Source: an optimization exercise on an open RTL-to-GDS flow (aim: small area and a short achievable clock period). Production flows keep margins and buffers that such runs may drop. Function was checked by simulation only, so behaviour that the tests miss may differ from the original. No activity file was given, so power comes from the tool's default toggle rates.

--- config.mk ---
export PLATFORM = sky130hd
export DESIGN_NAME = matmul_mac_array
export DESIGN_NICKNAME = matmul_mac_array
export VERILOG_FILES = /design/flow/design.v
export SDC_FILE = /design/flow/constraint.sdc
export NUM_CORES = 4
export LEC_CHECK = 0
export CAP_MARGIN = 20
export CORE_MARGIN = 2
export CORE_UTILIZATION = 40
export SETUP_SLACK_MARGIN = 2.0
export SLEW_MARGIN = 20
--- constraint.sdc ---
create_clock -name core_clock -period 9.0 [get_ports {clk_i}]
set_input_delay 1.8000 -clock core_clock [delete_from_list [all_inputs] [get_ports {clk_i}]]
set_output_delay 1.8000 -clock core_clock [all_outputs]
set_load 0.01 [all_outputs]
--- design.v ---
module matmul_mac_lane (
  input  logic        clk_i,
  input  logic [7:0]  a,       
  input  logic [3:0]  bo,      
  input  logic [3:0]  bt,      
  input  logic [3:0]  bn,      
  input  logic        u,       
  input  logic        s,       
  input  logic        clr,
  output logic [31:0] res
);
  localparam int W = 18;
  logic [31:0] acc_q, acc_in;
  logic [15:0] hi, hi_up, hi_dn;
  logic [W-1:0] r0, r1;
  logic [W-1:0] lo;
  logic        up, dn;
  logic [8:0] A;
  assign A = {s & a[7], a};
  logic hs1, hc2, hs3, hc4, hs5, hc6, hs7, hc8, fs9, fc10, hs11, hc12, fs13, fc14, hs15, hc16, fs17, fc18, fs19, fc20, fs21, fc22, fs23, fc24, fs25, fc26, fs27, fc28, fs29, fc30, fs31, fc32, fs33, fc34, hs35, hc36, fs37, fc38, hs39, hc40, hs41, hc42, hs43, hc44, fs45, fc46, fs47, fc48, fs49, fc50, fs51, fc52, fs53, fc54, fs55, fc56, fs57, fc58, fs59, fc60, fs61, fc62, fs63, fc64, fs65, fc66, fs67, fc68, hs69, hc70, hs71, hc72, fs73, fc74, fs75, fc76, fs77, fc78, fs79, fc80, fs81, fc82, fs83, fc84, fs85, fc86, fs87, fc88, fs89, fc90, fs91, fc92, fs93, fc94, fs95, fc96, fs97, fc98, fs99, fc100;
  assign acc_in = clr ? 32'd0 : acc_q;
  assign hs1 = acc_in[9] ^ 1'b1;
  assign hc2 = acc_in[9] & 1'b1;
  assign hs3 = acc_in[10] ^ 1'b1;
  assign hc4 = acc_in[10] & 1'b1;
  assign hs5 = acc_in[4] ^ bn[2];
  assign hc6 = acc_in[4] & bn[2];
  assign hs7 = acc_in[5] ^ (bn[0] ^ ((bo[0] & A[5]) | (bt[0] & A[4])));
  assign hc8 = acc_in[5] & (bn[0] ^ ((bo[0] & A[5]) | (bt[0] & A[4])));
  assign fs9 = acc_in[6] ^ bn[3] ^ (bn[0] ^ ((bo[0] & A[6]) | (bt[0] & A[5])));
  assign fc10 = (acc_in[6] & bn[3]) | (acc_in[6] & (bn[0] ^ ((bo[0] & A[6]) | (bt[0] & A[5])))) | (bn[3] & (bn[0] ^ ((bo[0] & A[6]) | (bt[0] & A[5]))));
  assign hs11 = (bn[1] ^ ((bo[1] & A[4]) | (bt[1] & A[3]))) ^ (bn[2] ^ ((bo[2] & A[2]) | (bt[2] & A[1])));
  assign hc12 = (bn[1] ^ ((bo[1] & A[4]) | (bt[1] & A[3]))) & (bn[2] ^ ((bo[2] & A[2]) | (bt[2] & A[1])));
  assign fs13 = acc_in[7] ^ (bn[0] ^ ((bo[0] & A[7]) | (bt[0] & A[6]))) ^ (bn[1] ^ ((bo[1] & A[5]) | (bt[1] & A[4])));
  assign fc14 = (acc_in[7] & (bn[0] ^ ((bo[0] & A[7]) | (bt[0] & A[6])))) | (acc_in[7] & (bn[1] ^ ((bo[1] & A[5]) | (bt[1] & A[4])))) | ((bn[0] ^ ((bo[0] & A[7]) | (bt[0] & A[6]))) & (bn[1] ^ ((bo[1] & A[5]) | (bt[1] & A[4]))));
  assign hs15 = (bn[2] ^ ((bo[2] & A[3]) | (bt[2] & A[2]))) ^ (bn[3] ^ ((bo[3] & A[1]) | (bt[3] & A[0])));
  assign hc16 = (bn[2] ^ ((bo[2] & A[3]) | (bt[2] & A[2]))) & (bn[3] ^ ((bo[3] & A[1]) | (bt[3] & A[0])));
  assign fs17 = acc_in[8] ^ (u & a[0]) ^ (bn[0] ^ ((bo[0] & A[8]) | (bt[0] & A[7])));
  assign fc18 = (acc_in[8] & (u & a[0])) | (acc_in[8] & (bn[0] ^ ((bo[0] & A[8]) | (bt[0] & A[7])))) | ((u & a[0]) & (bn[0] ^ ((bo[0] & A[8]) | (bt[0] & A[7]))));
  assign fs19 = (bn[1] ^ ((bo[1] & A[6]) | (bt[1] & A[5]))) ^ (bn[2] ^ ((bo[2] & A[4]) | (bt[2] & A[3]))) ^ (bn[3] ^ ((bo[3] & A[2]) | (bt[3] & A[1])));
  assign fc20 = ((bn[1] ^ ((bo[1] & A[6]) | (bt[1] & A[5]))) & (bn[2] ^ ((bo[2] & A[4]) | (bt[2] & A[3])))) | ((bn[1] ^ ((bo[1] & A[6]) | (bt[1] & A[5]))) & (bn[3] ^ ((bo[3] & A[2]) | (bt[3] & A[1])))) | ((bn[2] ^ ((bo[2] & A[4]) | (bt[2] & A[3]))) & (bn[3] ^ ((bo[3] & A[2]) | (bt[3] & A[1]))));
  assign fs21 = hs1 ^ (u & a[1]) ^ (~(bn[0] ^ ((bo[0] | bt[0]) & A[8])));
  assign fc22 = (hs1 & (u & a[1])) | (hs1 & (~(bn[0] ^ ((bo[0] | bt[0]) & A[8])))) | ((u & a[1]) & (~(bn[0] ^ ((bo[0] | bt[0]) & A[8]))));
  assign fs23 = (bn[1] ^ ((bo[1] & A[7]) | (bt[1] & A[6]))) ^ (bn[2] ^ ((bo[2] & A[5]) | (bt[2] & A[4]))) ^ (bn[3] ^ ((bo[3] & A[3]) | (bt[3] & A[2])));
  assign fc24 = ((bn[1] ^ ((bo[1] & A[7]) | (bt[1] & A[6]))) & (bn[2] ^ ((bo[2] & A[5]) | (bt[2] & A[4])))) | ((bn[1] ^ ((bo[1] & A[7]) | (bt[1] & A[6]))) & (bn[3] ^ ((bo[3] & A[3]) | (bt[3] & A[2])))) | ((bn[2] ^ ((bo[2] & A[5]) | (bt[2] & A[4]))) & (bn[3] ^ ((bo[3] & A[3]) | (bt[3] & A[2]))));
  assign fs25 = hc2 ^ hs3 ^ (u & a[2]);
  assign fc26 = (hc2 & hs3) | (hc2 & (u & a[2])) | (hs3 & (u & a[2]));
  assign fs27 = (bn[1] ^ ((bo[1] & A[8]) | (bt[1] & A[7]))) ^ (bn[2] ^ ((bo[2] & A[6]) | (bt[2] & A[5]))) ^ (bn[3] ^ ((bo[3] & A[4]) | (bt[3] & A[3])));
  assign fc28 = ((bn[1] ^ ((bo[1] & A[8]) | (bt[1] & A[7]))) & (bn[2] ^ ((bo[2] & A[6]) | (bt[2] & A[5])))) | ((bn[1] ^ ((bo[1] & A[8]) | (bt[1] & A[7]))) & (bn[3] ^ ((bo[3] & A[4]) | (bt[3] & A[3])))) | ((bn[2] ^ ((bo[2] & A[6]) | (bt[2] & A[5]))) & (bn[3] ^ ((bo[3] & A[4]) | (bt[3] & A[3]))));
  assign fs29 = acc_in[11] ^ hc4 ^ (u & a[3]);
  assign fc30 = (acc_in[11] & hc4) | (acc_in[11] & (u & a[3])) | (hc4 & (u & a[3]));
  assign fs31 = (~(bn[1] ^ ((bo[1] | bt[1]) & A[8]))) ^ (bn[2] ^ ((bo[2] & A[7]) | (bt[2] & A[6]))) ^ (bn[3] ^ ((bo[3] & A[5]) | (bt[3] & A[4])));
  assign fc32 = ((~(bn[1] ^ ((bo[1] | bt[1]) & A[8]))) & (bn[2] ^ ((bo[2] & A[7]) | (bt[2] & A[6])))) | ((~(bn[1] ^ ((bo[1] | bt[1]) & A[8]))) & (bn[3] ^ ((bo[3] & A[5]) | (bt[3] & A[4])))) | ((bn[2] ^ ((bo[2] & A[7]) | (bt[2] & A[6]))) & (bn[3] ^ ((bo[3] & A[5]) | (bt[3] & A[4]))));
  assign fs33 = acc_in[12] ^ 1'b1 ^ (u & a[4]);
  assign fc34 = (acc_in[12] & 1'b1) | (acc_in[12] & (u & a[4])) | (1'b1 & (u & a[4]));
  assign hs35 = (bn[2] ^ ((bo[2] & A[8]) | (bt[2] & A[7]))) ^ (bn[3] ^ ((bo[3] & A[6]) | (bt[3] & A[5])));
  assign hc36 = (bn[2] ^ ((bo[2] & A[8]) | (bt[2] & A[7]))) & (bn[3] ^ ((bo[3] & A[6]) | (bt[3] & A[5])));
  assign fs37 = acc_in[13] ^ (u & a[5]) ^ (~(bn[2] ^ ((bo[2] | bt[2]) & A[8])));
  assign fc38 = (acc_in[13] & (u & a[5])) | (acc_in[13] & (~(bn[2] ^ ((bo[2] | bt[2]) & A[8])))) | ((u & a[5]) & (~(bn[2] ^ ((bo[2] | bt[2]) & A[8]))));
  assign hs39 = acc_in[14] ^ 1'b1;
  assign hc40 = acc_in[14] & 1'b1;
  assign hs41 = acc_in[2] ^ bn[1];
  assign hc42 = acc_in[2] & bn[1];
  assign hs43 = acc_in[3] ^ (bn[0] ^ ((bo[0] & A[3]) | (bt[0] & A[2])));
  assign hc44 = acc_in[3] & (bn[0] ^ ((bo[0] & A[3]) | (bt[0] & A[2])));
  assign fs45 = hs5 ^ (bn[0] ^ ((bo[0] & A[4]) | (bt[0] & A[3]))) ^ (bn[1] ^ ((bo[1] & A[2]) | (bt[1] & A[1])));
  assign fc46 = (hs5 & (bn[0] ^ ((bo[0] & A[4]) | (bt[0] & A[3])))) | (hs5 & (bn[1] ^ ((bo[1] & A[2]) | (bt[1] & A[1])))) | ((bn[0] ^ ((bo[0] & A[4]) | (bt[0] & A[3]))) & (bn[1] ^ ((bo[1] & A[2]) | (bt[1] & A[1]))));
  assign fs47 = hc6 ^ (bn[1] ^ ((bo[1] & A[3]) | (bt[1] & A[2]))) ^ (bn[2] ^ ((bo[2] & A[1]) | (bt[2] & A[0])));
  assign fc48 = (hc6 & (bn[1] ^ ((bo[1] & A[3]) | (bt[1] & A[2])))) | (hc6 & (bn[2] ^ ((bo[2] & A[1]) | (bt[2] & A[0])))) | ((bn[1] ^ ((bo[1] & A[3]) | (bt[1] & A[2]))) & (bn[2] ^ ((bo[2] & A[1]) | (bt[2] & A[0]))));
  assign fs49 = (bn[3] ^ (bo[3] & A[0])) ^ hc8 ^ hs11;
  assign fc50 = ((bn[3] ^ (bo[3] & A[0])) & hc8) | ((bn[3] ^ (bo[3] & A[0])) & hs11) | (hc8 & hs11);
  assign fs51 = hc12 ^ hs15 ^ fc10;
  assign fc52 = (hc12 & hs15) | (hc12 & fc10) | (hs15 & fc10);
  assign fs53 = hc16 ^ fc14 ^ fs17;
  assign fc54 = (hc16 & fc14) | (hc16 & fs17) | (fc14 & fs17);
  assign fs55 = fc18 ^ fc20 ^ fs21;
  assign fc56 = (fc18 & fc20) | (fc18 & fs21) | (fc20 & fs21);
  assign fs57 = fs25 ^ fc22 ^ fc24;
  assign fc58 = (fs25 & fc22) | (fs25 & fc24) | (fc22 & fc24);
  assign fs59 = fc26 ^ fs29 ^ fc28;
  assign fc60 = (fc26 & fs29) | (fc26 & fc28) | (fs29 & fc28);
  assign fs61 = fc30 ^ fs33 ^ hs35;
  assign fc62 = (fc30 & fs33) | (fc30 & hs35) | (fs33 & hs35);
  assign fs63 = (bn[3] ^ ((bo[3] & A[7]) | (bt[3] & A[6]))) ^ fc34 ^ hc36;
  assign fc64 = ((bn[3] ^ ((bo[3] & A[7]) | (bt[3] & A[6]))) & fc34) | ((bn[3] ^ ((bo[3] & A[7]) | (bt[3] & A[6]))) & hc36) | (fc34 & hc36);
  assign fs65 = hs39 ^ (u & a[6]) ^ (bn[3] ^ ((bo[3] & A[8]) | (bt[3] & A[7])));
  assign fc66 = (hs39 & (u & a[6])) | (hs39 & (bn[3] ^ ((bo[3] & A[8]) | (bt[3] & A[7])))) | ((u & a[6]) & (bn[3] ^ ((bo[3] & A[8]) | (bt[3] & A[7]))));
  assign fs67 = acc_in[15] ^ hc40 ^ (u & a[7]);
  assign fc68 = (acc_in[15] & hc40) | (acc_in[15] & (u & a[7])) | (hc40 & (u & a[7]));
  assign hs69 = acc_in[0] ^ bn[0];
  assign hc70 = acc_in[0] & bn[0];
  assign hs71 = acc_in[1] ^ (bn[0] ^ ((bo[0] & A[1]) | (bt[0] & A[0])));
  assign hc72 = acc_in[1] & (bn[0] ^ ((bo[0] & A[1]) | (bt[0] & A[0])));
  assign fs73 = hs41 ^ (bn[0] ^ ((bo[0] & A[2]) | (bt[0] & A[1]))) ^ (bn[1] ^ (bo[1] & A[0]));
  assign fc74 = (hs41 & (bn[0] ^ ((bo[0] & A[2]) | (bt[0] & A[1])))) | (hs41 & (bn[1] ^ (bo[1] & A[0]))) | ((bn[0] ^ ((bo[0] & A[2]) | (bt[0] & A[1]))) & (bn[1] ^ (bo[1] & A[0])));
  assign fs75 = hc42 ^ (bn[1] ^ ((bo[1] & A[1]) | (bt[1] & A[0]))) ^ hs43;
  assign fc76 = (hc42 & (bn[1] ^ ((bo[1] & A[1]) | (bt[1] & A[0])))) | (hc42 & hs43) | ((bn[1] ^ ((bo[1] & A[1]) | (bt[1] & A[0]))) & hs43);
  assign fs77 = (bn[2] ^ (bo[2] & A[0])) ^ hc44 ^ fs45;
  assign fc78 = ((bn[2] ^ (bo[2] & A[0])) & hc44) | ((bn[2] ^ (bo[2] & A[0])) & fs45) | (hc44 & fs45);
  assign fs79 = hs7 ^ fc46 ^ fs47;
  assign fc80 = (hs7 & fc46) | (hs7 & fs47) | (fc46 & fs47);
  assign fs81 = fc48 ^ fs9 ^ fs49;
  assign fc82 = (fc48 & fs9) | (fc48 & fs49) | (fs9 & fs49);
  assign fs83 = fs13 ^ fc50 ^ fs51;
  assign fc84 = (fs13 & fc50) | (fs13 & fs51) | (fc50 & fs51);
  assign fs85 = fs19 ^ fc52 ^ fs53;
  assign fc86 = (fs19 & fc52) | (fs19 & fs53) | (fc52 & fs53);
  assign fs87 = fs23 ^ fc54 ^ fs55;
  assign fc88 = (fs23 & fc54) | (fs23 & fs55) | (fc54 & fs55);
  assign fs89 = fs27 ^ fc56 ^ fs57;
  assign fc90 = (fs27 & fc56) | (fs27 & fs57) | (fc56 & fs57);
  assign fs91 = fs31 ^ fc58 ^ fs59;
  assign fc92 = (fs31 & fc58) | (fs31 & fs59) | (fc58 & fs59);
  assign fs93 = fc32 ^ fc60 ^ fs61;
  assign fc94 = (fc32 & fc60) | (fc32 & fs61) | (fc60 & fs61);
  assign fs95 = fs37 ^ fs63 ^ fc62;
  assign fc96 = (fs37 & fs63) | (fs37 & fc62) | (fs63 & fc62);
  assign fs97 = fc38 ^ fs65 ^ fc64;
  assign fc98 = (fc38 & fs65) | (fc38 & fc64) | (fs65 & fc64);
  assign fs99 = (~(bn[3] ^ ((bo[3] | bt[3]) & A[8]))) ^ fs67 ^ fc66;
  assign fc100 = ((~(bn[3] ^ ((bo[3] | bt[3]) & A[8]))) & fs67) | ((~(bn[3] ^ ((bo[3] | bt[3]) & A[8]))) & fc66) | (fs67 & fc66);
  assign r0 = {1'b0, fc100, fc98, fc96, fc94, fc92, fc90, fc88, fc86, fc84, fc82, fc80, fc78, fc76, fc74, hc72, hc70, hs69};
  assign r1 = {1'b0, fc68, fs99, fs97, fs95, fs93, fs91, fs89, fs87, fs85, fs83, fs81, fs79, fs77, fs75, fs73, hs71, (bn[0] ^ (bo[0] & A[0]))};
  assign lo = r0 + r1;
  assign up = (lo[W-1:16] == 2'd2);
  assign dn = (lo[W-1:16] == 2'd0);
  assign hi_up = acc_in[31:16] + 16'd1;
  assign hi_dn = acc_in[31:16] - 16'd1;
  assign hi    = up ? hi_up : (dn ? hi_dn : acc_in[31:16]);
  always_ff @(posedge clk_i) acc_q <= {hi, lo[15:0]};
  assign res = acc_q;
endmodule
module matmul_mac_array #(
  parameter int LANES = 16,
  parameter int DW    = 8,
  parameter int ACC_W = 32,
  parameter int KMAX  = 256
) (
  input  logic                          clk_i,
  input  logic                          rst_i,
  input  logic                          en_i,
  input  logic                          valid_i,
  input  logic                          signed_i,
  input  logic [LANES*DW-1:0]           din_i,
  input  logic [DW-1:0]                 win_i,
  output logic                          in_rdy_o,
  output logic                          vld_o,
  input  logic                          rdy_i,
  output logic [LANES*ACC_W-1:0]        matmul_o,
  output logic [$clog2(KMAX+1)-1:0]     cnt_o,
  output logic                          len_err_o,
  output logic                          ovf_o
);
  logic [7:0]  cnt_q;
  logic        grp_signed_q, vld_q, len_err_q;
  logic        in_rdy, accept, first, kmax_hit, close, cur_signed, clr;
  logic [3:0]  b_one, b_two, b_neg;
  logic [9:0]  wx;
  assign in_rdy     = !vld_q || rdy_i;
  assign accept     = en_i && in_rdy;
  assign first      = (cnt_q == 8'd0);
  assign kmax_hit   = (cnt_q == 8'd255) && !valid_i;
  assign close      = accept && (valid_i || kmax_hit);
  assign cur_signed = first ? signed_i : grp_signed_q;
  assign clr        = first && in_rdy;
  assign wx = {cur_signed & win_i[7], win_i, 1'b0};
  for (genvar k = 0; k < 4; k++) begin : g_booth
    assign b_one[k] = accept & (wx[2*k+1] ^ wx[2*k]);
    assign b_two[k] = accept & ((wx[2*k+2] & !wx[2*k+1] & !wx[2*k]) | (!wx[2*k+2] & wx[2*k+1] & wx[2*k]));
    assign b_neg[k] = accept & wx[2*k+2] & !(wx[2*k+1] & wx[2*k]);
  end
  always_ff @(posedge clk_i) begin
    if (rst_i) begin
      cnt_q        <= '0;
      grp_signed_q <= 1'b0;
      vld_q        <= 1'b0;
      len_err_q    <= 1'b0;
    end else begin
      if (accept) begin
        if (first) grp_signed_q <= signed_i;
        cnt_q <= close ? 8'd0 : cnt_q + 8'd1;
      end
      if (close) begin
        vld_q     <= 1'b1;
        len_err_q <= kmax_hit;
      end else if (rdy_i) begin
        vld_q     <= 1'b0;
      end
    end
  end
  for (genvar l = 0; l < LANES; l++) begin : g_lane
    matmul_mac_lane u_lane (
      .clk_i  (clk_i),
      .a      (din_i[l*DW +: DW]),
      .bo     (b_one),
      .bt     (b_two),
      .bn     (b_neg),
      .u      (accept & win_i[7] & !cur_signed),
      .s      (cur_signed),
      .clr    (clr),
      .res    (matmul_o[l*ACC_W +: ACC_W])
    );
  end
  assign in_rdy_o  = in_rdy;
  assign vld_o     = vld_q;
  assign cnt_o     = {1'b0, cnt_q};
  assign len_err_o = len_err_q;
  assign ovf_o     = 1'b0;
endmodule
--- run.sh ---
#!/bin/bash
# synth_recipe.tcl (not shown) runs the flow's synth.tcl, then flattens the netlist and writes it again
# the make line also repeats each setting of config.mk as NAME=value (left out here)
make -C /OpenROAD-flow-scripts/flow DESIGN_CONFIG=/design/flow/config.mk WORK_HOME=/design/flow/orfs CLKGATE_MAP_FILE= SYNTH_SCRIPT=/design/flow/synth_recipe.tcl finish
==> notes.md, run 1 <==
Post-Place Cells 10,280; total power ~33 mW; Initial Utilization 40.16%; chip width 407.8 um; initial antenna violation count 38; CTS tree done; most frequent CP cell fa_1; vias in the first global route between 60,000 and 70,000; Post-synth top flop dfxtp_1; Clock Root Buffer clkbuf_16; Post-synth ARST share 0%; share of cells above drive strength 1 a little under a tenth; Post-synth EDFFs 0; worst clock skew 0.04439 ns; Hold/Removal Path Class reg -> reg; register area share after synthesis between 15 and 20%; clock slew at reported path FFs 0.06 ns; dpl hpwl ~180,000 um; Cell Area, Placed 0.07472 mm^2; core area approximately 0.16 mm^2; Mapped Area ~0.065 mm^2; cell count after synthesis 7,811; commonest non-fill, non-tap cell in the layout nand2_1; FF+latch count, synth about 520; fin. max-slew vios 0; Via density 5.846; post-route design area 0.08145 mm^2; Worst-Skew Late Latency 0.71 ns; Clock Sink Count approximately 520; startpoint types input pin; Worst setup EP type flop; first-pass GRT wire length 385,400 um; crit path DAT about 7.6 ns; die area roughly 0.17 mm^2; WP data required 9.65 ns; Yosys Warn Count 2; Yosys cell types 93; syn_area_per_cell approximately 8.4 um^2; Filler cells around 15,000; FP Rows approximately 150; PD cells around 400 mW/mm^2; period utilization between 70 and 80%; total CTS buffers 76; Max Cap Viol 0; fmax between 100 and 150 MHz; slowest cell on the critical path fa_1; DRT Pass-1 Iters 8; # IOs about 670; RSZ-0062 raised after global routing yes; final setup fails 0; Worst-Margin Slew around 1.1 ns; CP Class in -> reg; Residual DRC 0; leakage about 35 nW; final WL approximately 260,000 um; multi-input combinational cell area between 0.05 and 0.06 mm^2; Die Y 407.8 um; largest net degree at the start of global routing 113; Relative slew margins between 20 and 30%; Sequential Area ~0.010 mm^2; Clock Path Buffers 3; status no timing/DRC/antenna violations; H-tree depth 3; via count between 60,000 and 70,000; IO Port Bufs approximately 660; Final Hold Fails 0; Routed Antenna Nets 0; CP max stage delay ~0.54 ns; Tmin final between 6 and 7 ns; GRT Util Overall 30.08%; post-route insts no fill 10,640; fin nets between 9,000 and 10,000; Setup TNS 0 ns; GP Congestion 0.9158; CP max FO 13; WL per Instance between 20 and 25 um; commonest cells after routing, fill and taps aside 744 x nand2_1, 700 x xnor2_1, 654 x clkdlybuf4s50_1; critical-path cell list clkdlybuf4s50_1 -> nand2_1 -> nor2_1 -> a21oi_2 -> nor2_4 -> buf_12 -> bufbuf_16 -> a22oi_1 -> xnor2_1 -> fa_1 -> fa_1 -> fa_1 -> ha_4 -> nand3_1 -> nor2_2 -> nand2_2 -> nor3_4 -> o41ai_4 -> or3b_1 -> or4b_1 -> o21ai_0 -> nand3b_1; worst vdd ir ~250 uV; grt total ovfl 0; Initial DRC Count 5,367; P&R area growth vs syn 24.88%
logic make-up after synthesis:
logic type / count (synthesis) / synth area share, %
AO/OA/AOI/OAI: 1781 / 18.85
other: 1 / 0.005749
flip-flops: 523 / 16.05
multiplexers: 155 / 2.423
adder cells (fa/ha/maj): 1077 / 27.66
buffers and inverters: 1128 / 6.555
AND/OR/NAND/NOR: 2306 / 17.17
XOR/XNOR: 840 / 11.29
synthesized netlist by cell type (18+ instances only):
library cell,count,area (um^2)
mux2i_1,134,1341
ha_1,469,5868
and4_1,22,192.7
mux2_2,20,225.2
or3_1,65,406.6
o21a_1,56,420.4
a211oi_1,48,360.4
nor3_1,134,670.6
nand2_1,756,2838
a22oi_1,447,3356
o21bai_1,50,375.4
inv_1,587,2203
o2111ai_1,24,210.2
fa_1,608,12170
o31ai_1,19,142.6
a21o_1,185,1389
nand2b_1,40,250.2
xnor2_1,710,6218
a22o_1,53,464.2
a21oi_1,334,1672
a31oi_1,55,344.1
nand3b_1,18,135.1
xor2_1,129,1130
buf_1,77,289.0
o21ai_0,233,1166
nor2b_1,28,175.2
dfxtp_1,523,10470
or4_1,24,180.2
and3_1,83,519.3
nand3_1,176,880.8
nor4_1,48,300.3
and2_1,272,1702
clkbuf_1,434,1629
buf_2,24,120.1
nand4_1,97,606.8
nor2_1,472,1772
o211ai_1,60,450.4
metrics by stage:
step	util [%]	worst slack [ns]	hold slack, ns
floorplan	-	1.977	0.4789
global placement	46.00	0.3509	0.4542
detailed placement	46.01	0.3284	0.4596
CTS	48.96	1.909	0.4769
global route	50.14	1.899	0.5091
finish	50.16	2.037	0.4780
per-layer routing:
metal | track usage (%) | wire [um] | up-vias
li1 | - | - | 28180
met1 | 39.54 | 108400 | 30730
met2 | 46.25 | 115700 | 2693
met3 | 8.299 | 26290 | 534
met4 | 12.74 | 13040 | 32
met5 | 0 | 195 | -
critical path, delay by kind of cell:
family,cells,cell delay (ns)
AOI/OAI and AO/OA,4,0.52
and+or+nand+nor,10,2.15
adders and majority gates,4,1.84
buffers and inverters,3,1.06
xor gates and xnor gates,1,0.18
sequential cells by signal, indices dropped and copies added, names as in the netlist:
name	cells
g_lane.u_lane.acc_q	512
cnt_q	8
vld_q	1
grp_signed_q	1
len_err_q	1
what timing repair did:
| action | in CTS | in global routing |
|---|---|---|
| pin swaps | 31 | 71 |
| gates cloned | 24 | 8 |
| setup endpoints to repair | 241 | 203 |
| resized for setup | 158 | 202 |
| buffers inserted | 84 | 91 |
| hold buffers | 0 | 0 |
worst paths after layout:
path                               start                           to  slack (ns)  cells after the start
max                             win_i[4]  g_lane[11].u_lane.acc_q[29]        2.04                     22
max reg2reg                     cnt_q[0]   g_lane[8].u_lane.acc_q[30]        2.17                     26
min reg2reg  g_lane[14].u_lane.acc_q[31]  g_lane[14].u_lane.acc_q[31]        0.48                      1
min          g_lane[14].u_lane.acc_q[31]  g_lane[14].u_lane.acc_q[31]        0.48                      1
power breakdown:
part / internal, mW / leakage, nW / switching [mW] / total (mW)
Sequential: 3.80 / 4.40 / 1.66 / 5.47
Clock: 1.87 / 1.26 / 1.33 / 3.21
Combinational: 11.3 / 29.6 / 13.3 / 24.5
cell type report:
cell class,instances,area share (%)
Timing Repair inverter,5,0.08602
Tap cell,2175,3.341
Clock buffer,102,2.602
Antenna cell,18,0.05530
Multi-Input combinational cell,6163,64.27
Inverter,590,2.803
Sequential cell,523,12.85
Timing Repair Buffer,1026,13.41
Clock inverter,33,0.5699
==> run 2: changes to the inputs <==
==> flow/run.sh (new file) <==
#!/bin/bash
# The standard layout (the standard.sh: standard synthesis, then ORFS to
# finish), with one change: the port buffers that global placement inserts
# are sky130_fd_sc_hd__buf_1 instead of the cell buffer_ports picks itself.
# Each step's full output goes to a log of its own in this folder.
set -euo pipefail
export BUFFER_PORTS_ARGS="-buffer_cell sky130_fd_sc_hd__buf_1"
bash standard.sh synth > synth.log 2>&1
bash standard.sh floorplan > floorplan.log 2>&1
bash standard.sh place > place.log 2>&1
bash standard.sh cts > cts.log 2>&1
bash standard.sh route > route.log 2>&1
bash standard.sh finish > finish.log 2>&1
==> standard.sh (new file) <==
#!/bin/bash
# synth_recipe.tcl (not shown) runs the flow's synth.tcl, then flattens the netlist and writes it again
# the make line also repeats each setting of config.mk as NAME=value (left out here)
make -C /OpenROAD-flow-scripts/flow DESIGN_CONFIG=/design/flow/config.mk WORK_HOME=/design/flow/orfs CLKGATE_MAP_FILE= SYNTH_SCRIPT=/design/flow/synth_recipe.tcl "${@:-finish}"
removed: run.sh
==> run 2 against run 1 <==
Sequential share of layout area up 1.1 points. Still clean. Count of clock-buffer cells in the layout up 4. Maximum frequency up 0.96%. Sequential cell count unchanged. Synthesized cell count unchanged. Final area down 7.9%. Critical endpoint is now g_lane[3].u_lane.acc_q[28]. Critical path depth down 2. Combinational power down 11%.
==> notes.md, run 2 <==
number of hold buffers added after cts 0; commonest cells after routing, fill and taps aside 748 x nand2_1, 701 x xnor2_1, 659 x buf_1; Biggest register g_lane.u_lane.acc_q; Worst-Margin Slew 1.030 ns; FF+latch count, synth 523; final WL about 250,000 um; Yosys Warn Count 2; worst hold path depth 1; Hold/Removal Path Class reg -> reg; Yosys cell types a little over 90; largest net degree at the start of global routing 135; Post-synth ARST share 0%; Filler cells 15,990; Mapped Area ~0.065 mm^2; CTS tree done; initial antenna violation count 37; leakage around 33 nW; Tmin final 6.897 ns; R2R Path End g_lane[3].u_lane.acc_q[28]; top cell type's share of synthesized area 18.66%; # IOs ~670; period utilization roughly three quarters; commonest non-fill, non-tap cell in the layout nand2_1; WL per Instance 23.55 um; slowest cell on the critical path fa_1; core area 0.1624 mm^2; worst vdd ir between 200 and 250 uV; syn_area_per_cell about 8.4 um^2; fin. max-slew vios 0; Top delay family on crit path adder cells; RR Startpoint cnt_q[0]; clock slew at reported path FFs around 0.050 ns; PD cells roughly 410 mW/mm^2; P&R area growth vs syn 14.96%; combinational power share about 72%; P_int around 15 mW; vias in the first global route about 59,000; Critical path buffers and inverters 3; RSZ-0062 raised after global routing yes; dpl hpwl 176,400 um; top-count cell post-synth nand2_1; Synth area leader fa_1; H-tree depth 3; Residual DRC 0; flop2flop setup slack 2.33 ns; critical-path cell list buf_4 -> nor2b_4 -> and2_2 -> buf_8 -> a22o_1 -> nand2_1 -> fa_1 -> fa_1 -> fa_1 -> ha_4 -> a21o_1 -> a21o_1 -> a21o_1 -> a221o_1 -> a31oi_4 -> buf_12 -> xor2_2 -> o2111ai_1 -> and3_1 -> a221o_1; final setup fails 0; startpoint types input pin; IO Port Bufs 664; status no timing/DRC/antenna violations; Initial DRC Count about 5,400; fmax approximately 140 MHz; top flop regs g_lane.u_lane.acc_q x512, cnt_q x8; total CTS buffers just under 80; Initial Utilization between 40% and 50%; die area roughly 0.17 mm^2; Worst path depth 20; Worst-Skew Late Latency roughly 0.73 ns; Post-synth EDFFs 0; cell count after synthesis about 8,000; clock power share between 10% and 20%; chip width 407.8 um; Clock Root Buffer clkbuf_16; Final Hold Fails 0; first-pass GRT wire length 366,600 um; via count just over 60,000; FP Rows roughly 150; worst slack, placed approximately 0.70 ns; register area share after synthesis between 10% and 20%; Post-synth top cells 756 x nand2_1, 710 x xnor2_1, 608 x fa_1; Clock Path Buffers 3; DRT Pass-1 Iters 8; CP Class in -> reg; Area contributors post-synth fa_1 19%, dfxtp_1 16%, xnor2_1 9.5%; Largest register FFs just over 500; sequential share of power 17.5%; CP endpoint g_lane[3].u_lane.acc_q[28]; Worst R2R Path Depth 23; Die Y just over 400 um; CP max FO 23; sw frac 51.42%; crit path DAT around 7.5 ns; fin worst setup slack ~2.1 ns; CP startpoint win_i[0]; worst clock skew about 0.053 ns; GP Congestion a little over 0.9; Setup TNS 0 ns; Max Cap Viol 0; share of cells above drive strength 1 under 10%; Worst setup EP type flop; CP max stage delay 0.61 ns; GRT Util Overall 28.28%; fin nets around 9,500; Routed Antenna Nets 0; Switch Pwr ~16 mW; Clock Sink Count 523; Post-synth top flop dfxtp_1; Via density 5.804; WP data required about 9.6 ns; grt total ovfl 0; Relative slew margins a little under a third
## run 2: routing by layer
layer	vias to the layer above	wire length (um)	global-route usage, %
li1	27940	-	-
met1	29950	103700	37.26
met2	2545	107700	42.85
met3	435	24950	8.827
met4	38	10580	11.42
met5	-	244	0
## run 2: worst min-delay path by stage
| stage | slack (ns) | start | to |
|---|---|---|---|
| final | 0.50 | g_lane[4].u_lane.acc_q[31] | g_lane[4].u_lane.acc_q[31] |
| after global routing | 0.51 | g_lane[2].u_lane.acc_q[31] | g_lane[2].u_lane.acc_q[31] |
| after CTS | 0.50 | g_lane[2].u_lane.acc_q[31] | g_lane[2].u_lane.acc_q[31] |
| after detailed placement | 0.48 | g_lane[2].u_lane.acc_q[31] | g_lane[2].u_lane.acc_q[31] |
| after global placement | 0.46 | len_err_q | len_err_q |
| after floorplan | 0.48 | len_err_q | len_err_q |
## run 2: logic make-up (layout without fill, tap and decap cells)
group | Yosys count | in the layout | share of synthesized area (%)
other | 1 | 17 | 0.005749
adders and majority gates | 1077 | 1077 | 27.66
and+or+nand+nor | 2306 | 2311 | 17.17
buffers and inverters | 1128 | 1615 | 6.555
DFF | 523 | 523 | 16.05
xor gates and xnor gates | 840 | 840 | 11.29
muxes | 155 | 155 | 2.423
AOI/OAI and AO/OA | 1781 | 1781 | 18.85
## run 2: final cells by class
class / instances / area [um^2] / share of cell area [%]
clock buffers: 106 / 2236 / 2.982
multi-input cells: 6166 / 51700 / 68.94
well taps: 2175 / 2721 / 3.629
repair buffers: 887 / 5072 / 6.765
inverters: 590 / 2283 / 3.045
diodes: 15 / 37.54 / 0.05006
repair inverters: 1 / 8.758 / 0.01168
clock inverters: 31 / 456.7 / 0.6091
flip-flops and latches: 523 / 10470 / 13.96
## run 2: per-stage QoR
stage,util [%],hold WS [ns],instance area (um^2),instances,power (mW)
6_report,46.17,0.5004,74980,10490,30.55
3_5_place_dp,43.29,0.4796,70310,10250,25.97
3_3_place_gp,43.29,0.4576,70310,10250,25.63
5_1_grt,46.17,0.5097,74970,10490,33.28
2_1_floorplan,-,0.4789,65980,7812,20.04
4_1_cts,45.39,0.4975,73720,10430,29.76
## run 2: what timing repair did
| action | in CTS | in global routing |
|---|---|---|
| pin swaps | 10 | 22 |
| endpoints found under the setup margin | 234 | 186 |
| gates resized for setup | 44 | 132 |
| cloned | 5 | 11 |
| buffers inserted | 34 | 38 |
## run 2: worst reg2reg max path, stage by stage (launching register included)
cell	delay [ns]
dfxtp_1	0.35
inv_1	0.09
ha_1	0.15
nor4b_4	0.20
nand2_1	0.16
mux2_4	0.46
and2_2	0.28
buf_8	0.31
a22o_1	0.23
nand2_1	0.09
fa_1	0.61
fa_1	0.44
fa_1	0.55
ha_4	0.23
a21o_1	0.16
a21o_1	0.17
a21o_1	0.16
a221o_1	0.38
a31oi_4	0.17
buf_12	0.15
xor2_2	0.42
o2111ai_1	0.25
and3_1	0.23
a221o_1	0.30
## run 2: power by group through the flow
stage | combinational, mW | clock (mW) | sequential, mW
floorplan | 14.8 | 0 | 5.27
global placement | 20.3 | 0 | 5.30
detailed placement | 20.6 | 0 | 5.32
CTS | 21.1 | 3.38 | 5.29
global route | 24.3 | 3.46 | 5.51
finish | 21.9 | 3.30 | 5.34
==> run 3: changes to the inputs <==
--- a/design.v
+++ b/design.v
@@ -14,11 +14,12 @@
   logic [15:0] hi, hi_up, hi_dn;
   logic [W-1:0] r0, r1;
   logic [W-1:0] lo;
-  logic        up, dn;
+  logic        up, dn, up_q, dn_q;
+  logic [15:0] hi_res;
   logic [8:0] A;
   assign A = {s & a[7], a};
   logic hs1, hc2, hs3, hc4, hs5, hc6, hs7, hc8, fs9, fc10, hs11, hc12, fs13, fc14, hs15, hc16, fs17, fc18, fs19, fc20, fs21, fc22, fs23, fc24, fs25, fc26, fs27, fc28, fs29, fc30, fs31, fc32, fs33, fc34, hs35, hc36, fs37, fc38, hs39, hc40, hs41, hc42, hs43, hc44, fs45, fc46, fs47, fc48, fs49, fc50, fs51, fc52, fs53, fc54, fs55, fc56, fs57, fc58, fs59, fc60, fs61, fc62, fs63, fc64, fs65, fc66, fs67, fc68, hs69, hc70, hs71, hc72, fs73, fc74, fs75, fc76, fs77, fc78, fs79, fc80, fs81, fc82, fs83, fc84, fs85, fc86, fs87, fc88, fs89, fc90, fs91, fc92, fs93, fc94, fs95, fc96, fs97, fc98, fs99, fc100;
-  assign acc_in = clr ? 32'd0 : acc_q;
+  assign acc_in = {16'd0, clr ? 16'd0 : acc_q[15:0]};
   assign hs1 = acc_in[9] ^ 1'b1;
   assign hc2 = acc_in[9] & 1'b1;
   assign hs3 = acc_in[10] ^ 1'b1;
@@ -124,11 +125,16 @@
   assign lo = r0 + r1;
   assign up = (lo[W-1:16] == 2'd2);
   assign dn = (lo[W-1:16] == 2'd0);
-  assign hi_up = acc_in[31:16] + 16'd1;
-  assign hi_dn = acc_in[31:16] - 16'd1;
-  assign hi    = up ? hi_up : (dn ? hi_dn : acc_in[31:16]);
-  always_ff @(posedge clk_i) acc_q <= {hi, lo[15:0]};
-  assign res = acc_q;
+  assign hi_up  = acc_q[31:16] + 16'd1;
+  assign hi_dn  = acc_q[31:16] - 16'd1;
+  assign hi_res = up_q ? hi_up : (dn_q ? hi_dn : acc_q[31:16]);
+  assign hi     = clr ? 16'd0 : hi_res;
+  always_ff @(posedge clk_i) begin
+    acc_q <= {hi, lo[15:0]};
+    up_q  <= up;
+    dn_q  <= dn;
+  end
+  assign res = {hi_res, acc_q[15:0]};
 endmodule
 module matmul_mac_array #(
   parameter int LANES = 16,
--- a/config.mk
+++ b/config.mk
@@ -8,5 +8,5 @@
 export CAP_MARGIN = 20
 export CORE_MARGIN = 2
 export CORE_UTILIZATION = 40
-export SETUP_SLACK_MARGIN = 2.0
+export SETUP_SLACK_MARGIN = 3.0
 export SLEW_MARGIN = 20
==> run 3 against run 2 <==
Combinational power fell by 9.6%. Clock power is 2% lower. Maximum frequency up 15%. Final area is 3.1% lower. Synthesized cell count is 5.4% lower. Largest cell class unchanged. Largest power group unchanged.
==> notes.md, run 3 <==
status no timing/DRC/antenna violations; total CTS buffers 77; final setup fails 0; Via density roughly 5.6; Initial DRC Count 4,890; Filler cells around 15,000; syn_area_per_cell approximately 8.7 um^2; Residual DRC 0; Die Y 404.2 um; GRT Util Overall a little over a quarter; Post-synth top flop dfxtp_1; Tmin final roughly 6.0 ns; CTS tree done; P&R area growth vs syn 13.47%; via count 54,880; Final Hold Fails 0; Clock Sink Count around 560; fin. max-slew vios 0; Clock Root Buffer clkbuf_16; share of cells above drive strength 1 8.057%; Hold/Removal Path Class reg -> reg; commonest non-fill, non-tap cell in the layout buf_1; top flop regs g_lane.u_lane.acc_q x512, g_lane.u_lane.dn_q x16, g_lane.u_lane.up_q x16; Setup TNS 0 ns; H-tree depth 3; die area between 0.15 and 0.2 mm^2; Routed Antenna Nets 0; crit path DAT around 6.6 ns; total power 28.18 mW; Area contributors post-synth fa_1 19%, dfxtp_1 17%, ha_1 9.2%; leakage 32.04 nW; Synth area leader fa_1; register area share after synthesis 17.34%; FP Rows 146; chip width between 400 and 500 um; post-route design area 0.07269 mm^2; IO Port Bufs ~660; Worst R2R Path Depth 21; worst hold path depth 2; Worst-Margin Slew 1.007 ns; worst clock skew between 0.04 and 0.05 ns; DRT Pass-1 Iters 7; fin nets about 9,000; Biggest register g_lane.u_lane.acc_q; Yosys Warn Count 2; top cell type's share of synthesized area 19.00%; Worst-Skew Late Latency 0.73 ns; Yosys cell types 87; GP Congestion 0.9235; Relative slew margins ~33%; clock slew at reported path FFs approximately 0.060 ns; commonest cells after routing, fill and taps aside 654 x buf_1, 598 x xnor2_1, 596 x fa_1; initial antenna violation count 48; dpl hpwl roughly 160,000 um; final WL roughly 240,000 um; top-count cell post-synth fa_1; core area about 0.16 mm^2; Clock Path Buffers 3; Post-synth EDFFs 0; RSZ-0062 raised after global routing yes; # IOs ~670; first-pass GRT wire length about 340,000 um; critical-path cell list buf_1 -> nand2b_4 -> buf_4 -> and3_4 -> buf_12 -> a22oi_1 -> xor2_1 -> fa_2 -> fa_1 -> fa_1 -> ha_4 -> a21o_1 -> a21o_1 -> a21o_1 -> or3_4 -> o211ai_1 -> a21boi_2 -> or4b_4 -> a22oi_2; Post-synth top cells 608 x fa_1, 603 x xnor2_1, 589 x inv_1; Initial Utilization 40.35%; Post-synth ARST share 0%; Cell Area, Placed around 0.067 mm^2; Mapped Area about 0.064 mm^2; startpoint types input pin; PD cells 387.7 mW/mm^2; Largest register FFs about 510; grt total ovfl 0; number of hold buffers added after cts 0; most frequent CP cell a21o_1; fmax ~170 MHz; WP data required a little under 10 ns; FF+latch count, synth roughly 560; cell count after synthesis around 7,400; vias in the first global route roughly 54,000; worst vdd ir 229.4 uV; slowest cell on the critical path fa_1; WL per Instance ~24 um; Worst setup EP type flop; Max Cap Viol 0; CP max stage delay ~0.62 ns; CP Class in -> reg; period utilization 66.59%; largest net degree at the start of global routing 113; CP max FO 15
## run 3: layer usage
metal | track usage (%) | up-vias | share of wire, %
met4 | 10.72 | 52 | 4.6
met2 | 43.12 | 2296 | 44
met3 | 7.204 | 503 | 9.4
met5 | 0 | - | 0.14
li1 | - | 25100 | -
met1 | 35.39 | 26930 | 42
## run 3: area by class of cell
class	count	area, um^2	area share, %
Inverter	591	2261	3.110
Clock buffer	100	2155	2.964
Clock inverter	37	456.7	0.6283
Sequential cell	555	11110	15.29
Multi-Input combinational cell	5536	48340	66.50
Tap cell	2072	2592	3.567
Timing Repair inverter	6	55.05	0.07574
Antenna cell	19	47.55	0.06541
Timing Repair Buffer	907	5670	7.801
## run 3: kinds of logic after synthesis
| group | share of synthesized area [%] |
|---|---|
| other cells | 0.005854 |
| buf+inv | 9.231 |
| flops | 17.34 |
| xor+xnor | 12.92 |
| mux | 1.996 |
| compound gates | 13.78 |
| simple gates | 16.56 |
| fa+ha+maj | 28.16 |
## run 3: per-stage QoR
step | utilization [%] | setup WS [ns] | hold WS (ns) | instances
global placement | 42.29 | 1.579 | 0.4461 | 9497
CTS | 44.82 | 2.996 | 0.4733 | 9719
floorplan | - | 2.542 | 0.4789 | 7393
detailed placement | 42.29 | 1.449 | 0.4652 | 9497
finish | 45.79 | 3.007 | 0.4723 | 9823
global route | 45.78 | 2.896 | 0.4912 | 9816
## run 3: what timing repair did
action	CTS	global route
gates cloned	20	19
pin swaps	23	56
resized for setup	84	131
endpoints found under the setup margin	97	61
buffers inserted	65	66
## run 3: critical path: cells and delay by family
family          cells  cell delay (ns)
fa+ha+maj           4             1.72
xor+xnor            1             0.20
compound gates      7             1.15
simple gates        4             1.32
buf+inv             3             0.41
## run 3: path summary, 6_finish.rpt
path	slack, ns	endpoint	start
max	3.01	g_lane[0].u_lane.up_q	rdy_i
min	0.47	len_err_q	len_err_q
max reg2reg	3.11	g_lane[0].u_lane.up_q	cnt_q[0]
min reg2reg	0.47	len_err_q	len_err_q
## run 3: power by group
| part | total (mW) | switching [mW] | internal [mW] |
|---|---|---|---|
| sequential | 5.10 | 1.34 | 3.76 |
| combinational | 19.8 | 11.4 | 8.43 |
| clock | 3.25 | 1.35 | 1.90 |
| total | 28.2 | 14.1 | 14.1 |
==> run 4: changes to the inputs <==
--- a/design.v
+++ b/design.v
@@ -10,16 +10,19 @@
   output logic [31:0] res
 );
   localparam int W = 18;
-  logic [31:0] acc_q, acc_in;
-  logic [15:0] hi, hi_up, hi_dn;
+  logic [31:0] acc_in;
+  logic [15:0] hi_up, hi_dn;
   logic [W-1:0] r0, r1;
-  logic [W-1:0] lo;
-  logic        up, dn, up_q, dn_q;
-  logic [15:0] hi_res;
+  logic        up, dn, c8_q;
+  logic [15:0] hi_res, hi_q, lo_v;
+  logic [8:0]  lo8;
+  logic [7:0]  l0_q;
+  logic [9:0]  s8_q, k8_q;
+  logic [10:0] mid;
   logic [8:0] A;
   assign A = {s & a[7], a};
   logic hs1, hc2, hs3, hc4, hs5, hc6, hs7, hc8, fs9, fc10, hs11, hc12, fs13, fc14, hs15, hc16, fs17, fc18, fs19, fc20, fs21, fc22, fs23, fc24, fs25, fc26, fs27, fc28, fs29, fc30, fs31, fc32, fs33, fc34, hs35, hc36, fs37, fc38, hs39, hc40, hs41, hc42, hs43, hc44, fs45, fc46, fs47, fc48, fs49, fc50, fs51, fc52, fs53, fc54, fs55, fc56, fs57, fc58, fs59, fc60, fs61, fc62, fs63, fc64, fs65, fc66, fs67, fc68, hs69, hc70, hs71, hc72, fs73, fc74, fs75, fc76, fs77, fc78, fs79, fc80, fs81, fc82, fs83, fc84, fs85, fc86, fs87, fc88, fs89, fc90, fs91, fc92, fs93, fc94, fs95, fc96, fs97, fc98, fs99, fc100;
-  assign acc_in = {16'd0, clr ? 16'd0 : acc_q[15:0]};
+  assign acc_in = {16'd0, clr ? 16'd0 : lo_v};
   assign hs1 = acc_in[9] ^ 1'b1;
   assign hc2 = acc_in[9] & 1'b1;
   assign hs3 = acc_in[10] ^ 1'b1;
@@ -122,19 +125,22 @@
   assign fc100 = ((~(bn[3] ^ ((bo[3] | bt[3]) & A[8]))) & fs67) | ((~(bn[3] ^ ((bo[3] | bt[3]) & A[8]))) & fc66) | (fs67 & fc66);
   assign r0 = {1'b0, fc100, fc98, fc96, fc94, fc92, fc90, fc88, fc86, fc84, fc82, fc80, fc78, fc76, fc74, hc72, hc70, hs69};
   assign r1 = {1'b0, fc68, fs99, fs97, fs95, fs93, fs91, fs89, fs87, fs85, fs83, fs81, fs79, fs77, fs75, fs73, hs71, (bn[0] ^ (bo[0] & A[0]))};
-  assign lo = r0 + r1;
-  assign up = (lo[W-1:16] == 2'd2);
-  assign dn = (lo[W-1:16] == 2'd0);
-  assign hi_up  = acc_q[31:16] + 16'd1;
-  assign hi_dn  = acc_q[31:16] - 16'd1;
-  assign hi_res = up_q ? hi_up : (dn_q ? hi_dn : acc_q[31:16]);
-  assign hi     = clr ? 16'd0 : hi_res;
+  assign lo8   = {1'b0, r0[7:0]} + {1'b0, r1[7:0]};
+  assign mid   = {1'b0, s8_q} + {1'b0, k8_q} + {10'd0, c8_q};
+  assign up    = (mid[9:8] == 2'd2);
+  assign dn    = (mid[9:8] == 2'd0);
+  assign hi_up  = hi_q + 16'd1;
+  assign hi_dn  = hi_q - 16'd1;
+  assign hi_res = up ? hi_up : (dn ? hi_dn : hi_q);
+  assign lo_v   = {mid[7:0], l0_q};
   always_ff @(posedge clk_i) begin
-    acc_q <= {hi, lo[15:0]};
-    up_q  <= up;
-    dn_q  <= dn;
-  end
-  assign res = {hi_res, acc_q[15:0]};
+    l0_q <= lo8[7:0];
+    c8_q <= lo8[8];
+    s8_q <= r0[17:8];
+    k8_q <= r1[17:8];
+    hi_q <= clr ? 16'd0 : hi_res;
+  end
+  assign res = {hi_res, lo_v};
 endmodule
 module matmul_mac_array #(
   parameter int LANES = 16,
--- a/config.mk
+++ b/config.mk
@@ -8,5 +8,5 @@
 export CAP_MARGIN = 20
 export CORE_MARGIN = 2
 export CORE_UTILIZATION = 40
-export SETUP_SLACK_MARGIN = 3.0
+export SETUP_SLACK_MARGIN = 3.5
 export SLEW_MARGIN = 20
==> run 4 against run 3 <==
Die area rose by 5.5%. Via count rose by 6.0%. Maximum frequency rose by 9.9%. Critical path depth fell by 2. Core utilization fell by 0.48 points. Highest routed layer unchanged.
==> notes.md, run 4 <==
status no timing/DRC/antenna violations; clock power share 13.3%; first-pass GRT wire length around 350,000 um; Filler cells around 16,000; vias in the first global route about 58,000; CP startpoint rdy_i; Hold Startpoint g_lane[4].u_lane.hi_q[15]; GRT Util Overall 26.42%; cell count after synthesis between 7,000 and 8,000; post-layout util 45.31%; FF+latch count, synth roughly 700; CP max FO between 50 and 60; die area 0.1724 mm^2; Initial DRC Count slightly below 5,000; fin. max-slew vios 0; post-route insts no fill about 10,000; Area contributors post-synth dfxtp_1 21%, fa_1 19%, xnor2_1 10%; sw frac slightly above 50%; Switch Pwr 15.45 mW; CP Class in -> reg; Yosys cell types 84; Setup TNS 0 ns; Clock Path Buffers 3; initial antenna violation count 48; Die Y between 400 and 500 um; Tmin final 5.452 ns; leakage between 30 and 40 nW; register area share after synthesis between 20% and 30%; Routed Antenna Nets 0; crit path DAT approximately 6 ns; worst vdd ir 306.4 uV; Mapped Area approximately 0.068 mm^2; Clock Sink Count around 700; CTS tree done; Final Hold Fails 0; clock slew at reported path FFs around 0.060 ns; GP Congestion between 0.9 and 1; Post-Place Cells 10,220; syn_area_per_cell 8.633 um^2; RR Startpoint cnt_q[0]; P&R area growth vs syn 12.30%; WL per Instance between 20 and 25 um; CP max stage delay ~0.56 ns; Max Cap Viol 0; final setup fails 0; Worst-Skew Late Latency roughly 0.75 ns; Worst-Margin Slew between 1 and 1.5 ns; worst clock skew 0.05886 ns; Post-synth top flop dfxtp_1; period utilization between 60% and 70%; Post-synth EDFFs 0; combinational power share a little over two thirds; number of hold buffers added after cts 0; P_int about 15 mW; Hold/Removal Path Class reg -> reg; H-tree depth 3; Via density 5.561; Synth area leader dfxtp_1; share of cells above drive strength 1 5.402%; top flop regs g_lane.u_lane.hi_q x256, g_lane.u_lane.k8_q x144, g_lane.u_lane.s8_q x144; Post-synth top cells 824 x inv_1, 777 x xnor2_1, 763 x nand2_1; Yosys Warn Count 2; startpoint types input pin; critical-path cell list buf_1 -> nand2b_4 -> and2_4 -> buf_4 -> nand3b_1 -> buf_4 -> clkbuf_16 -> buf_8 -> xnor2_1 -> fa_1 -> inv_1 -> fa_1 -> ha_1 -> or3_1 -> o21ai_0 -> a21oi_1 -> xor2_1; PD cells ~400 mW/mm^2; via count just under 60,000; IO Port Bufs 664; fin nets 9,384; Post-synth ARST share 0%; top cell type's share of synthesized area 20.70%; final WL 236,300 um; slowest cell on the critical path fa_1; Relative slew margins between 20% and 30%; commonest non-fill, non-tap cell in the layout inv_1; total CTS buffers 94; chip width 415.2 um; Worst setup EP type flop; Largest register FFs approximately 260; fmax ~180 MHz; RSZ-0062 raised after global routing yes; dpl hpwl ~170,000 um; commonest cells after routing, fill and taps aside 821 x inv_1, 777 x xnor2_1, 758 x nand2_1; # IOs roughly 670; DRT Pass-1 Iters 6; Clock Root Buffer clkbuf_16; WP data required 9.62 ns; FP Rows 150; largest net degree at the start of global routing approximately 150; Initial Utilization around two fifths; Residual DRC 0; core area 0.1676 mm^2; top-count cell post-synth inv_1; grt total ovfl 0; sequential share of power 17.1%; Biggest register g_lane.u_lane.hi_q
## run 4: routing by layer
metal | global-route usage [%] | wire (um) | vias to the layer above
met2 | 42.63 | 108800 | 2306
met1 | 32.66 | 93990 | 28670
met3 | 6.974 | 21340 | 482
met4 | 12.83 | 11840 | 42
li1 | - | - | 26690
met5 | 0 | 235 | -
## run 4: metrics by stage
stage	hold WS, ns	area [um^2]	total power, mW	setup WS (ns)
after floorplan	0.4544	67670	18.59	3.470
after global placement	0.4617	71620	24.93	1.797
after detailed placement	0.4765	71630	25.31	1.758
after CTS	0.4845	75350	29.85	3.476
after global routing	0.5070	75930	32.69	3.451
final	0.4831	75940	30.04	3.548
## run 4: final timing paths
path	endpoint	slack, ns	cells after the start
worst max-delay path	g_lane[2].u_lane.l0_q[7]	3.55	17
worst min-delay path	g_lane[4].u_lane.hi_q[15]	0.48	2
worst max register to register	g_lane[13].u_lane.k8_q[1]	3.89	12
worst min register to register	g_lane[4].u_lane.hi_q[15]	0.48	2
## run 4: power by group through the flow
stage | clock network [mW] | registers [mW] | logic [mW]
6_report | 4.01 | 5.14 | 20.9
5_1_grt | 4.22 | 5.25 | 23.2
3_3_place_gp | 0 | 5.16 | 19.8
2_1_floorplan | 0 | 4.99 | 13.6
4_1_cts | 4.12 | 5.13 | 20.6
3_5_place_dp | 0 | 5.18 | 20.1
## run 4: critical path: cells and delay by family
kind / cells / cell delay, ns
AOI/OAI and AO/OA: 2 / 0.16
xor gates and xnor gates: 2 / 0.35
adders and majority gates: 3 / 1.30
buffers and inverters: 6 / 1.26
and+or+nand+nor: 4 / 1.01
## run 4: logic make-up after synthesis
group / after synthesis / synth area share (%)
compound gates: 1355 / 13.46
flops: 699 / 20.70
mux: 127 / 1.887
other cells: 1 / 0.005546
simple gates: 2237 / 16.76
buf+inv: 1375 / 7.688
fa+ha+maj: 1079 / 27.07
xor+xnor: 959 / 12.43
## run 4: area by class of cell
| cell class | instances | area (um^2) | area share [%] |
|---|---|---|---|
| antenna | 22 | 55.05 | 0.07250 |
| clock buffer | 134 | 2734 | 3.600 |
| clock inverter | 37 | 501.7 | 0.6607 |
| inverter | 825 | 3131 | 4.123 |
| multi-input combinational | 5767 | 49090 | 64.65 |
| sequential | 699 | 13990 | 18.43 |
| tap | 2204 | 2758 | 3.632 |
| timing repair buffer | 775 | 3661 | 4.821 |
| timing repair inverter | 1 | 8.758 | 0.01153 |
## run 4: repair_timing
item | CTS | global route
pin swaps | 12 | 30
setup endpoints to repair | 256 | 154
gates cloned | 5 | 8
buffers inserted | 14 | 21
gates resized for setup | 68 | 90
==> run 5: changes to the inputs <==
--- a/config.mk
+++ b/config.mk
@@ -7,6 +7,6 @@
 export LEC_CHECK = 0
 export CAP_MARGIN = 20
 export CORE_MARGIN = 2
-export CORE_UTILIZATION = 40
+export CORE_UTILIZATION = 50
 export SETUP_SLACK_MARGIN = 3.5
 export SLEW_MARGIN = 20
==> run 5 against run 4 <==
Synthesized cell count unchanged. Register-to-register slack got worse by 0.25 ns. Die area decreased by 20%. Final cell count decreased by 4.1%. Final area decreased by 0.98%. Largest cell class unchanged. Wire length decreased by 2.6%. Power decreased by 1.2%.
==> notes.md, run 5 <==
CP Class in -> reg; DRT Pass-1 Iters 7; Post-synth EDFFs 0; metal3 WL ~23,000 um; number of hold buffers added after cts 0; initial antenna violation count 35; H-tree depth 3; Residual DRC 0; dpl hpwl ~160,000 um; Cell Area, Placed between 0.07 and 0.08 mm^2; vias in the first global route between 50,000 and 60,000; status no timing/DRC/antenna violations; Tmin final 5.483 ns; Final Hold Fails 0; Post-synth top flop dfxtp_1; largest net degree at the start of global routing around 180; CTS tree done; # IOs 667; CP max FO 58; GP Congestion ~0.93; first-pass GRT wire length ~350,000 um; RR Startpoint cnt_q[0]; Die Y 371.7 um; Max Cap Viol 0; Clock Path Buffers 3; CP startpoint rdy_i; Initial DRC Count 5,440; crit path DAT just over 6 ns; register area share after synthesis about a fifth; Worst-Margin Slew roughly 1.1 ns; worst vdd ir ~300 uV; Filler cells between 10,000 and 15,000; Clock Root Buffer clkbuf_16; total CTS buffers 90; Synth area leader dfxtp_1; Via density ~5.8; worst hold path depth 2; FF+latch count, synth approximately 700; period utilization 60.92%; startpoint types input pin; Hold Startpoint g_lane[0].u_lane.hi_q[15]; Worst-Skew Late Latency between 0.7 and 0.8 ns; Routed Antenna Nets 0; fmax roughly 180 MHz; worst clock skew roughly 0.026 ns; Met1 Wirelength approximately 95,000 um; IO Port Bufs between 600 and 700; Relative slew margins ~27%; die area roughly 0.14 mm^2; PD cells just under 400 mW/mm^2; Yosys Warn Count 2; clock slew at reported path FFs ~0.070 ns; via count about 58,000; flop2flop setup slack 3.64 ns; Hold/Removal Path Class reg -> reg; Initial Utilization 50.54%; syn_area_per_cell ~8.6 um^2; Worst R2R Path Depth 12; post-route design area about 0.075 mm^2; RSZ-0062 raised after global routing yes; share of cells above drive strength 1 around 5.3%; Biggest register g_lane.u_lane.hi_q; Largest register FFs about 260; Mapped Area ~0.068 mm^2; chip width roughly 370 um; P&R area growth vs syn 11.20%; leakage ~33 nW; FP Rows roughly 130; WP data required 9.60 ns; commonest cells after routing, fill and taps aside 822 x inv_1, 777 x xnor2_1, 757 x nand2_1; Worst setup EP type flop; grt total ovfl 0; WL per Instance about 23 um; top-count cell post-synth inv_1; top flop regs g_lane.u_lane.hi_q x256, g_lane.u_lane.k8_q x144, g_lane.u_lane.s8_q x144; core area 0.1338 mm^2; commonest non-fill, non-tap cell in the layout inv_1; fin nets 9,396; Post-synth top cells 824 x inv_1, 777 x xnor2_1, 763 x nand2_1; cell count after synthesis 7,832; final WL around 230,000 um; top cell type's share of synthesized area between 20% and 30%; Yosys cell types between 80 and 90; Highest Signal Layer met5; Post-synth ARST share 0%; GRT Util Overall between 30% and 40%; Area contributors post-synth dfxtp_1 21%, fa_1 19%, xnor2_1 10%; final setup fails 0; Setup TNS 0 ns; Clock Sink Count roughly 700; WL met2 102,100 um; fin. max-slew vios 0
## run 5: what timing repair did
item                       CTS  global route
buffers inserted            19            23
setup endpoints to repair  187           234
resized for setup           41            78
pin swaps                    8            15
gates cloned                 7             6
## run 5: cells by family after synthesis
group / share of synthesized area [%]
simple gates: 16.76
fa+ha+maj: 27.07
buf+inv: 7.688
other cells: 0.005546
xor+xnor: 12.43
compound gates: 13.46
mux: 1.887
flops: 20.70
## run 5: area by class of cell
type                    count  area (um^2)  area share (%)
inverters                 825         3141           4.177
clock buffers             129         2671           3.553
clock inverters            39        381.6          0.5075
repair buffers            791         3736           4.969
well taps                1768         2212           2.942
flip-flops and latches    699        13990           18.61
diodes                     19        47.55         0.06323
multi-input cells        5767        49000           65.17
repair inverters            1        8.758         0.01165
## run 5: metal layers
| metal | up-vias | global-route usage [%] |
|---|---|---|
| met5 | - | 0 |
| met4 | 32 | 12.58 |
| met3 | 483 | 8.613 |
| met2 | 2478 | 50.62 |
| met1 | 28590 | 42.41 |
| li1 | 26730 | - |
## run 5: worst max-delay path, stage by stage
cell	delay (ns)
buf_1	0.08
nand2b_4	0.35
and3_4	0.84
buf_12	0.33
a22oi_1	0.13
xnor2_1	0.18
ha_1	0.29
inv_1	0.05
fa_1	0.50
fa_1	0.54
inv_1	0.04
ha_1	0.22
or3_1	0.37
o21ai_0	0.08
a21oi_1	0.07
xor2_1	0.16
## run 5: worst paths after layout
path | to
setup / recovery | g_lane[3].u_lane.l0_q[7]
hold reg to reg | g_lane[0].u_lane.hi_q[15]
setup reg to reg | g_lane[5].u_lane.k8_q[1]
hold / removal | g_lane[0].u_lane.hi_q[15]
## run 5: where the power goes
group          switching, mW  total (mW)  internal [mW]
sequential             0.794        5.15           4.35
combinational           12.8        20.8           7.90
clock                   1.59        3.80           2.21
total                   15.2        29.7           14.5
## run 5: per-stage QoR
step                power, mW  util, %  hold slack (ns)  setup slack (ns)  std cells
CTS                     29.37    55.73           0.4813             3.457       9989
floorplan               18.59        -           0.4544             3.470       7833
global route            32.31    56.18           0.5071             3.418      10030
finish                  29.70    56.20           0.4793             3.517      10040
global placement        24.82    53.14           0.4622             2.464       9795
detailed placement      25.17    53.15           0.4734             2.411       9795
==> run 6: changes to the inputs <==
--- a/config.mk
+++ b/config.mk
@@ -7,6 +7,6 @@
 export LEC_CHECK = 0
 export CAP_MARGIN = 20
 export CORE_MARGIN = 2
-export CORE_UTILIZATION = 50
-export SETUP_SLACK_MARGIN = 3.5
+export CORE_UTILIZATION = 40
+export SETUP_SLACK_MARGIN = 3.25
 export SLEW_MARGIN = 20
==> run 6 against run 5 <==
Power is 0.62% higher. Clock power is 9.2% higher. Core utilization is 11 points lower. Non-clock buffer count is 28 lower. Hold slack better by 0.011 ns. Count of clock-buffer cells in the layout is 8 higher.
==> notes.md, run 6 <==
status no timing/DRC/antenna violations; FF+latch count, synth 699; critical-path cell list fa_1 -> inv_1 -> fa_1 -> nand2b_1 -> a21oi_1 -> a211o_1 -> a211oi_2 -> o21ai_0 -> xnor2_1 -> buf_1; WL per Instance 22.38 um; initial antenna violation count between 50 and 60; GP Congestion 0.9243; final WL around 230,000 um; Worst-Skew Late Latency about 0.74 ns; via count roughly 58,000; leakage roughly 33 nW; P&R area growth vs syn 11.63%; die area 0.1724 mm^2; Worst setup EP type output pin; H-tree depth 3; first-pass GRT wire length between 300,000 and 400,000 um; Initial DRC Count 4,664; top cell type's share of synthesized area between 20% and 30%; Via density roughly 5.6; post-route design area 0.07548 mm^2; cell count after synthesis between 7,000 and 8,000; commonest non-fill, non-tap cell in the layout inv_1; Relative slew margins a little under a quarter; DRT Pass-1 Iters 6; met1 usage approximately a third; Setup TNS 0 ns; Clock Root Buffer clkbuf_16; total CTS buffers 96; slowest cell on the critical path a211oi_2; Post-synth EDFFs 0; Yosys cell types 84; post-route insts no fill between 10,000 and 15,000; Clock Path Buffers 3; Switch Pwr between 15 and 20 mW; vias in the first global route approximately 58,000; FP Rows 150; met3 GRT Util 6.520%; global-route met2 utilization 42.89%; Post-Place Cells just over 10,000; Top delay family on crit path compound AO/OA/AOI/OAI gates; top-count cell post-synth inv_1; Yosys Warn Count 2; Critical path buffers and inverters 2; IO Port Bufs about 660; P_int 14.53 mW; CP max stage delay 0.60 ns; startpoint types flop; PD cells ~400 mW/mm^2; most frequent CP cell fa_1; Die Y roughly 420 um; Worst-Margin Slew 1.158 ns; clock slew at reported path FFs 0.06 ns; chip width between 400 and 500 um; grt total ovfl 0; CP Class reg -> out; worst slack, placed 2.078 ns; Post-synth ARST share 0%; Residual DRC 0; Biggest register g_lane.u_lane.hi_q; Cell Area, Placed 0.07168 mm^2; clock power share approximately 14%; Area contributors post-synth dfxtp_1 21%, fa_1 19%, xnor2_1 10%; crit path DAT roughly 3.9 ns; Tmin final around 5.6 ns; total power approximately 30 mW; Clock Sink Count about 700; commonest cells after routing, fill and taps aside 822 x inv_1, 777 x xnor2_1, 761 x nand2_1; share of cells above drive strength 1 under 10%; fin nets 9,369; Filler cells 16,560; Post-synth top cells 824 x inv_1, 777 x xnor2_1, 763 x nand2_1; final hold slack slightly below 0.5 ns; post-layout util a little under half; Max Cap Viol 0; GRT Util Overall between 20% and 30%; Largest register FFs 256; largest net degree at the start of global routing roughly 140; CP max FO 8; combinational power share between 60 and 70%; Synth area leader dfxtp_1; top flop regs g_lane.u_lane.hi_q x256, g_lane.u_lane.k8_q x144, g_lane.u_lane.s8_q x144; WP data required 7.20 ns; busiest grt layer met2; Initial Utilization between 40% and 50%; fin. max-slew vios 0; fin worst setup slack between 3 and 4 ns; register area share after synthesis approximately 21%; dpl hpwl 168,900 um; sw frac approximately 51%; Routed Antenna Nets 0; final setup fails 0; Mapped Area between 0.06 and 0.07 mm^2; core area 0.1676 mm^2; Post-synth top flop dfxtp_1; CTS tree done; worst vdd ir about 330 uV; Final Hold Fails 0; sequential share of power 17.2%; RSZ-0062 raised after global routing yes; Hold/Removal Path Class reg -> reg; fmax ~180 MHz; syn_area_per_cell approximately 8.6 um^2; worst clock skew ~0.026 ns; period utilization between 60% and 70%; # IOs between 600 and 700
[run 6: cell counts after synthesis]
Identical to the previous run, type by type.
[run 6: worst paths after layout]
path / from / end / slack (ns) / depth (start not counted)
setup / recovery: g_lane[1].u_lane.k8_q[0] / matmul_o[57] / 3.35 / 10
hold reg to reg: g_lane[11].u_lane.hi_q[15] / g_lane[11].u_lane.hi_q[15] / 0.49 / 2
setup reg to reg: cnt_q[0] / g_lane[6].u_lane.k8_q[3] / 3.97 / 13
hold / removal: g_lane[11].u_lane.hi_q[15] / g_lane[11].u_lane.hi_q[15] / 0.49 / 2
[run 6: timing repair]
item / 4_1_cts / 5_1_grt
pin swaps: 5 / 3
resized for setup: 15 / 23
setup endpoints to repair: 110 / 104
buffers inserted: 11 / 10
gates cloned: 2 / 2
hold buffers: 0 / 0
[run 6: power groups by stage]
stage | Combinational [mW] | Sequential (mW) | Clock [mW]
final | 20.6 | 5.15 | 4.15
after global routing | 22.9 | 5.26 | 4.36
after CTS | 20.5 | 5.14 | 4.25
after detailed placement | 20.3 | 5.19 | 0
after global placement | 19.9 | 5.18 | 0
after floorplan | 13.6 | 4.99 | 0
[run 6: area by class of cell]
class | instances | area, um^2 | share of cell area, %
antenna | 25 | 62.56 | 0.08288
clock buffer | 137 | 2768 | 3.667
clock inverter | 33 | 553.0 | 0.7327
inverter | 825 | 3142 | 4.162
multi-input combinational | 5763 | 48740 | 64.58
sequential | 699 | 13990 | 18.54
tap | 2204 | 2758 | 3.653
timing repair buffer | 763 | 3462 | 4.587
[run 6: worst min-delay path, cell delays in order, from the launching register on]
cell,delay [ns]
dfxtp_1,0.32
nand2_1,0.06
mux2i_1,0.06
[run 6: logic make-up (layout without fill, tap and decap cells)]
family,after synthesis,in the layout,synth area share (%)
multiplexers,127,127,1.887
AO/OA/AOI/OAI,1355,1356,13.46
other,1,27,0.005546
flip-flops,699,699,20.70
adder cells (fa/ha/maj),1079,1079,27.07
XOR/XNOR,959,959,12.43
buffers and inverters,1375,1758,7.688
AND/OR/NAND/NOR,2237,2240,16.76
[run 6: routing by layer]
| layer | vias up | routed length [um] |
|---|---|---|
| met5 | - | 208 |
| met3 | 482 | 20080 |
| met4 | 32 | 11900 |
| li1 | 26630 | - |
| met1 | 28610 | 93090 |
| met2 | 2280 | 108600 |

==> separate check: timing with driven ports <==
The flow's constraints put no driver on any port. The routed layouts listed below were extracted and timed again, unchanged, in two steps. Step 1: set_driving_cell puts a clkbuf_16 on clk_i and a buf_2 on each other input, an assumption about the parent block. Step 2, shift: input delay + t, output delay - t, t = (earliest + latest rising clock arrival at the registers) / 2. This alone moves slack from input paths to output paths. a / b / c = ideal ports / drivers / drivers and shift; a / b = the first two.
run | t (ns) | setup slack, ns | worst slew at a driven data input, ns
run 1 | 0.768 | 2.037 / 2.093 / 1.326 | 0.25
run 2 | 0.782 | 2.103 / 2.149 / 1.367 | 0.26
run 3 | 0.793 | 3.007 / 3.055 / 2.262 | 0.27
run 4 | 0.815 | 3.548 / 3.532 / 2.804 | 0.20
run 5 | 0.787 | 3.517 / 3.515 / 2.790 | 0.18
run 6 | 0.816 | 3.351 / 3.266 / 2.622 | 0.20
After both steps setup and hold are still met in every run listed. For run 3, which loses most, drivers alone change the setup slack by +0.048 ns; drivers and shift together by -0.745 ns.
